Background: an optimization exercise with open tools, aiming at small area. Do not read the settings as production practice.
The RTL was checked by simulation tests, not by an equivalence proof against the original design.
Power is estimated from default activity; no workload was simulated.

==> run C: inputs <==
==> flow/design.v <==
module wide_addsub_sequencer #(
  parameter int unsigned WIDTH   = 64,
  parameter int unsigned WORDS   = 4,
  parameter int unsigned ADD_LAT = 1
) (
  input  logic                   clk,
  input  logic                   rst,
  input  logic                   start,
  input  logic                   op_in,
  input  logic [WIDTH*WORDS-1:0] a_in,
  input  logic [WIDTH*WORDS-1:0] b_in,
  output logic                   busy,
  output logic                   done,
  output logic [WIDTH*WORDS-1:0] sum_out,
  output logic                   carry_out,
  output logic                   overflow,
  output logic [WIDTH-1:0]       p,
  output logic [WIDTH-1:0]       q,
  output logic                   cin,
  output logic                   operation,
  input  logic [WIDTH-1:0]       adder_result,
  input  logic                   adder_carry
);
  localparam int unsigned TotalW = WIDTH * WORDS;
  localparam int unsigned HalfW  = WIDTH / 2;
  logic [3:0]        cnt_q;
  logic [TotalW-1:0] a_q, b_q;
  logic              op_q, cin_q;
  logic idle, ld, sh, hold, last;
  assign idle = (cnt_q == 4'd0);
  assign busy = (cnt_q != 4'd0) && (cnt_q <= 4'd8);
  assign done = (cnt_q == 4'd9);
  assign ld   = idle && start;                        
  assign sh   = busy && !cnt_q[0];                    
  assign hold = !(ld || sh);
  assign last = (cnt_q == 4'd8);
  always_ff @(posedge clk or posedge rst) begin
    if (rst) begin
      cnt_q <= 4'd0;
    end else if (ld || !idle) begin
      cnt_q <= done ? 4'd0 : cnt_q + 4'd1;
    end
  end
  logic [TotalW-1:0] a_sh;
  assign a_sh = {adder_result, a_q[TotalW-1:WIDTH]};
  always_ff @(posedge clk) begin
    a_q <= ({TotalW{ld}} & a_in) | ({TotalW{sh}} & a_sh) | ({TotalW{hold}} & a_q);
  end
  always_ff @(posedge clk) begin
    if (busy) b_q[TotalW-HalfW-1:0] <= b_q[TotalW-1:HalfW];
    else      b_q[TotalW-HalfW-1:0] <= b_in[TotalW-HalfW-1:0];
    b_q[TotalW-1:TotalW-HalfW] <= b_in[TotalW-1:TotalW-HalfW];
  end
  logic ovf;
  assign ovf = adder_result[WIDTH-1] ^ a_q[WIDTH-1] ^ b_q[HalfW-1] ^ op_q ^ adder_carry;
  always_ff @(posedge clk) begin
    if (ld) begin
      op_q  <= op_in;
      cin_q <= op_in;     
    end else begin
      if (sh)   cin_q <= adder_carry;
      if (last) op_q  <= ovf;
    end
  end
  assign p         = a_q[WIDTH-1:0];
  assign q         = b_q[WIDTH-1:0];
  assign cin       = cin_q;
  assign operation = op_q;
  assign sum_out   = a_q;
  assign carry_out = cin_q;
  assign overflow  = op_q;
endmodule
==> flow/flow/run.sh <==
#!/bin/bash
export BUFFER_PORTS_ARGS="-buffer_cell sky130_fd_sc_hd__buf_1"
export PLACE_PINS_ARGS="-min_distance 1 -min_distance_in_tracks"
export CTS_ARGS="-sink_clustering_enable -repair_clock_nets -sink_clustering_size 20 -buf_list sky130_fd_sc_hd__clkbuf_8 -dont_use_dummy_load"
bash standard.sh > standard.log 2>&1
==> flow/standard.sh <==
#!/bin/bash
# synth_recipe.tcl (not shown) runs the flow's synth.tcl, then flattens the netlist and writes it again
# the make line also repeats each setting of config.mk as NAME=value (left out here)
make -C /OpenROAD-flow-scripts/flow DESIGN_CONFIG=/design/flow/config.mk WORK_HOME=/design/flow/orfs CLKGATE_MAP_FILE= SYNTH_SCRIPT=/design/flow/synth_recipe.tcl "${@:-finish}"
==> flow/config.mk <==
export PLATFORM = sky130hd
export DESIGN_NAME = wide_addsub_sequencer
export DESIGN_NICKNAME = wide_addsub_sequencer
export VERILOG_FILES = /design/flow/design.v
export SDC_FILE = /design/flow/constraint.sdc
export NUM_CORES = 4
export LEC_CHECK = 0
export CAP_MARGIN = 20
export CORE_AREA = 5 5 215 215
export DIE_AREA = 0 0 220 220
export SLEW_MARGIN = 20
==> flow/constraint.sdc <==
create_clock -name core_clock -period 5.0 [get_ports {clk}]
set_input_delay 1.0000 -clock core_clock [delete_from_list [all_inputs] [get_ports {clk}]]
set_output_delay 1.0000 -clock core_clock [all_outputs]
set_load 0.01 [all_outputs]
==> inputs of run Z, as changes to run C <==
--- a/flow/design.v
+++ b/flow/design.v
@@ -44,6 +44,12 @@
   logic [TotalW-1:0] a_sh;
   assign a_sh = {adder_result, a_q[TotalW-1:WIDTH]};
+  logic [TotalW-1:0] a_d;
+  for (genvar i = 0; i < TotalW; i++) begin : g_asel
+    wide_addsub_sel3 u_sel (
+      .s0(ld), .d0(a_in[i]), .s1(sh), .d1(a_sh[i]), .s2(hold), .d2(a_q[i]), .y(a_d[i])
+    );
+  end
   always_ff @(posedge clk) begin
-    a_q <= ({TotalW{ld}} & a_in) | ({TotalW{sh}} & a_sh) | ({TotalW{hold}} & a_q);
+    a_q <= a_d;
   end
   always_ff @(posedge clk) begin
@@ -71,2 +77,8 @@
   assign overflow  = op_q;
 endmodule
+module wide_addsub_sel3 (
+  input  logic s0, d0, s1, d1, s2, d2,
+  output logic y
+);
+  assign y = (s0 & d0) | (s1 & d1) | (s2 & d2);
+endmodule
==> flow/flow/run.sh (replaced) <==
#!/bin/bash
export BUFFER_PORTS_ARGS="-buffer_cell sky130_fd_sc_hd__buf_1"
export PLACE_PINS_ARGS="-min_distance 1 -min_distance_in_tracks"
export POST_FLOORPLAN_TCL="$PWD/flow/downsize.tcl"
export CTS_ARGS="-sink_clustering_enable -repair_clock_nets -buf_list sky130_fd_sc_hd__clkbuf_8 -dont_use_dummy_load"
bash standard.sh > standard.log 2>&1
==> flow/flow/downsize.tcl (new file) <==
# POST_FLOORPLAN hook: size every combinational cell down to its _1 variant where one
# exists. Placement's repair_design and the later repair_timing resize where needed.
set n 0
foreach inst [get_cells *] {
  set lc [get_lib_cells -of_objects $inst]
  if { [get_property $lc is_sequential] } { continue }
  set m [get_property $lc name]
  if { [regexp {^(sky130_fd_sc_hd__[a-z0-9]+)_([0-9]+)$} $m -> base drive] && $drive > 1 } {
    set small [get_lib_cells -quiet */${base}_1]
    if { $small != "" && ![string match "*tap*" $m] } {
      replace_cell $inst $small
      incr n
    }
  }
}
puts "downsize.tcl: $n cells sized down to drive 1"
- SYNTH_HIERARCHICAL: unset -> 1
- SYNTH_MINIMUM_KEEP_SIZE: unset -> 0
==> inputs of run P, as changes to run C <==
==> flow/run.sh (new file) <==
#!/bin/bash
# synth_recipe.tcl (not shown) runs the flow's synth.tcl, then flattens the netlist and writes it again
# the make line also repeats each setting of config.mk as NAME=value (left out here)
make -C /OpenROAD-flow-scripts/flow DESIGN_CONFIG=/design/flow/config.mk WORK_HOME=/design/flow/orfs CLKGATE_MAP_FILE= SYNTH_SCRIPT=/design/flow/synth_recipe.tcl finish
- CORE_AREA: 5 5 215 215 -> 5 5 355 355
- DIE_AREA: 0 0 220 220 -> 0 0 360 360
removed: flow/flow/run.sh
removed: flow/standard.sh
==> inputs of run R, as changes to run C <==
==> flow/flow/run.sh (replaced) <==
#!/bin/bash
export BUFFER_PORTS_ARGS="-buffer_cell sky130_fd_sc_hd__buf_1"
bash standard.sh > standard.log 2>&1
- CORE_AREA: 5 5 215 215 -> 5 5 355 355
- CTS_BUF_LIST: unset -> sky130_fd_sc_hd__clkbuf_8
- CTS_CLUSTER_SIZE: unset -> 20
- DIE_AREA: 0 0 220 220 -> 0 0 360 360
==> summary of the runs <==
Register-to-register slack: run P is worse than run R (0.57 ns). Run C finished with timing, DRC and antenna clean. Run P completed with no timing, DRC or antenna violations. Run R passed the timing, design-rule and antenna checks. Run Z ended with an error in floorplan (2_1_floorplan). Combinational power, lowest first: run C, run R, run P. Synthesized cell count: run R is larger than run Z (about 8%). Against run P, the clock power of run R is smaller by 15%. Synthesized area is the same in run R and run C. Between run R and run P, the lower cell count is in run P (gap about 1.3%, measured against run P). In run P the fmax is smaller than in run C, by 15%.

static timing again, ports no longer ideal:
How much do the figures lean on ideal ports? The routed layouts below were timed once more, with nothing changed but the port constraints. Step 1 (the two cells are an assumption about what drives the block):
set clk [get_ports {clk}]
set_driving_cell -lib_cell sky130_fd_sc_hd__clkbuf_16 $clk
set_driving_cell -lib_cell sky130_fd_sc_hd__buf_2 [delete_from_list [all_inputs] $clk]
Step 2, shift: input delay + t, output delay - t, t = (earliest + latest rising clock arrival at the registers) / 2. This alone moves slack from input paths to output paths. Slacks: ideal / step 1 / step 2; pairs: ideal / step 1.
run	shift t [ns]	setup WS [ns]	hold WS [ns]	worst register clock-pin slew, ns	cell pins on the clock port's net
run C	0.681	1.793 / 1.744 / 2.217	0.246 / 0.284 / 0.403	0.06 / 0.06	1
run P	0.689	1.207 / 1.152 / 1.634	0.430 / 0.430 / 0.430	0.07 / 0.07	1
run R	0.820	1.796 / 1.742 / 1.994	0.299 / 0.274 / 0.403	0.07 / 0.07	1
After both steps every run listed still meets setup and hold.
